This is an optimization exercise on Yosys and OpenROAD, whose aim is small area, a short achievable clock period and few clock cycles per item, not a production implementation.
The RTL was checked by simulation tests, not by an equivalence proof against the original design.
Power is estimated from default activity; no workload was simulated.

==> yarrow: inputs <==
// axf_top
module axf_top (
        input  logic        clk,
        input  logic        rst_n,
        input  logic [5:0]  address_i,
        input  logic [31:0] data_in_i,
        input  logic [1:0]  data_write_n_i,
        output logic [31:0] data_out_o
);
clock: 10.0 ns
lec_check: 0
cap_margin: 20
core_margin: 2
core_utilization: 30
cts_buf_list: sky130_fd_sc_hd__clkbuf_16
cts_cluster_diameter: 100
cts_cluster_size: 32
setup_slack_margin: 4.5
slew_margin: 20
run.sh (not shown) runs the stock make flow with config.mk's settings and CLKGATE_MAP_FILE= SYNTH_SCRIPT=/design/flow/synth_recipe.tcl, a recipe that flattens the netlist after the stock synthesis.
==> inputs of sierra, as changes to yarrow <==
- CTS_BUF_LIST: sky130_fd_sc_hd__clkbuf_16 -> not set
- CTS_CLUSTER_DIAMETER: 100 -> not set
- CTS_CLUSTER_SIZE: 32 -> not set
- SETUP_SLACK_MARGIN: 4.5 -> 4.8
==> inputs of tundra, as changes to yarrow <==
- CORE_UTILIZATION: 30 -> 20
- CTS_CLUSTER_DIAMETER: 100 -> 80
- CTS_CLUSTER_SIZE: 32 -> 24
==> inputs of nickel, as changes to yarrow <==
- CTS_CLUSTER_DIAMETER: 100 -> 80
- CTS_CLUSTER_SIZE: 32 -> 24
- SETUP_SLACK_MARGIN: 4.5 -> 4.65
==> out/qor.csv <==
stage;metric;value;unit
floorplanning;die_width;233.0;microns
pwr;combinationalPowerShare;0.575;
timing;maxSlewHeadroom;0.2721;
run_status;outcome;no timing/DRC/antenna violations;
pwr;power_frac_clock;0.088;
place;hpwl;26200;microns
-- figures above: yarrow

==> out/qor.csv <==
stage;metric;value;unit
run_status;outcome;no timing/DRC/antenna violations;
synth;netlist_area;0.01573;sq mm
place;hpwl;26200;microns
timing;fin_worst_skew;0.03776;ns
timing;maxSlewHeadroom;0.2784;
min_path;hold_depth;1;
pwr;combinationalPowerShare;0.584;
synth;ys.flop_type;edfxtp_1;
route;dr.first_iter.drc_count;597;
-- figures above: nickel

==> out/qor.csv <==
stage;metric;value;unit
timing;maxSlewHeadroom;0.3341;
place;hpwl;27000;microns
pwr;power_frac_clock;0.087;
run_status;outcome;no timing/DRC/antenna violations;
pwr;combinationalPowerShare;0.602;
-- figures above: tundra

==> out/qor.csv <==
stage;metric;value;unit
run_status;outcome;no timing/DRC/antenna violations;
synth;ys.flop_type;edfxtp_1;
grt;antenna_found_initial;1;
timing;period_share;0.5401;
timing;drv_slew;0;
final_layout;nonClkBufAreaFrac;0.07447;
floorplanning;die_width;233.0;microns
pwr;power_frac_clock;0.120;
timing;maxSlewHeadroom;0.2803;
synth;synth_edf_count;192;
-- figures above: sierra

Testbench counts of yarrow, summed over its fixed seeds: cycles 9,504, transforms 1,152.
Testbench counts of sierra, summed over its fixed seeds: cycles 9,504, transforms 1,152.
Testbench counts of tundra, summed over its fixed seeds: cycles 9,504, transforms 1,152.
Testbench counts of nickel, summed over its fixed seeds: cycles 9,504, transforms 1,152.

* * *

==> inputs of trial 54 <==
axf_top, a different RTL version from the one above (not shown whole).
==> flow/config.mk <==
export PLATFORM = sky130hd
export DESIGN_NAME = axf_top
export DESIGN_NICKNAME = axf_top
export VERILOG_FILES = /design/flow/design.v
export SDC_FILE = /design/flow/constraint.sdc
export NUM_CORES = 4
export LEC_CHECK = 0
export CAP_MARGIN = 20
export CORE_MARGIN = 2
export CORE_UTILIZATION = 30
export SETUP_SLACK_MARGIN = 4.5
export SLEW_MARGIN = 20
==> flow/constraint.sdc <==
create_clock -name core_clock -period 10.0 [get_ports {clk}]
set_input_delay 2.0000 -clock core_clock [delete_from_list [all_inputs] [get_ports {clk}]]
set_output_delay 2.0000 -clock core_clock [all_outputs]
set_load 0.01 [all_outputs]
==> trial 4 (differences from trial 54) <==
Settings changed: SETUP_SLACK_MARGIN 4.5 to 5.0.
==> summary.txt <==
Total via count after detailed routing: trial 4 10000; trial 54 9501
Max-slew headroom at the worst pin: trial 4 36.3%; trial 54 27.6%
Average via count per standard cell: trial 4 4.83; trial 54 4.73
Multi-input logic cell count: trial 4 767; trial 54 765
Final Skew: trial 4 0.0393 ns; trial 54 0.0332 ns
Final standard cell utilization of the core: trial 4 37.5%; trial 54 35.3%
Post-Route M1 WL: trial 4 16.9 mm; trial 54 16.6 mm
Signed area change from the synthesized netlist to the final layout: trial 4 23.2%; trial 54 15.8%
Status: trial 4 no timing/DRC/antenna violations; trial 54 no timing/DRC/antenna violations
Post-layout worst setup margin: trial 4 4.67 ns; trial 54 4.52 ns
Logic pwr share: trial 4 51.2%; trial 54 45.8%
Longest individual stage delay on the worst path: trial 4 0.55 ns; trial 54 0.57 ns
Worst skew pair latency: trial 4 0.55 ns; trial 54 0.54 ns
Placement Setup Slack: trial 4 3.57 ns; trial 54 2.84 ns
Relative contribution of the clock network to total power: trial 4 17.6%; trial 54 19.1%
Total Routed Length: trial 4 39.8 mm; trial 54 37.0 mm
Testbench counts of trial 54, summed over its fixed seeds: cycles 9,504, transforms 1,152.
Testbench counts of trial 4, summed over its fixed seeds: cycles 9,504, transforms 1,152.

==> re-timing with driven ports <==
In the flow no input, the clock included, has a driving cell. The finished layouts below were timed again as built, in two steps.
Step 1: set_driving_cell puts a clkbuf_16 on clk and a buf_2 on each other input, an assumption about the parent block.
Step 2 adds t to the input delays and takes it off the output delays; t is the mean of the earliest and latest rising clock arrival at the registers after step 1. Input paths then give back, and output paths get back, about the clock's delay inside the block.
Three values: ideal ports, drivers, drivers and shift; two values: the first two.
run	shift t [ns]	setup WS [ns]	worst setup path at the end	worst data-port slew with drivers (ns)	cell pins on the clock port's net
yarrow	0.539	4.517 / 4.497 / 4.336	input to register	0.05	1
sierra	0.573	4.599 / 4.572 / 4.572	input to output	0.07	1
tundra	0.546	4.548 / 4.517 / 4.517	input to output	0.07	1
nickel	0.534	4.606 / 4.553 / 4.553	input to output	0.07	1
trial 54	0.576	4.516 / 4.484 / 4.461	input to register	0.04	1
trial 4	0.575	4.666 / 4.628 / 4.628	input to output	0.05	1
After both steps setup and hold are still met in every run listed. For yarrow, which loses most, drivers alone change the setup slack by -0.020 ns; drivers and shift together by -0.181 ns.
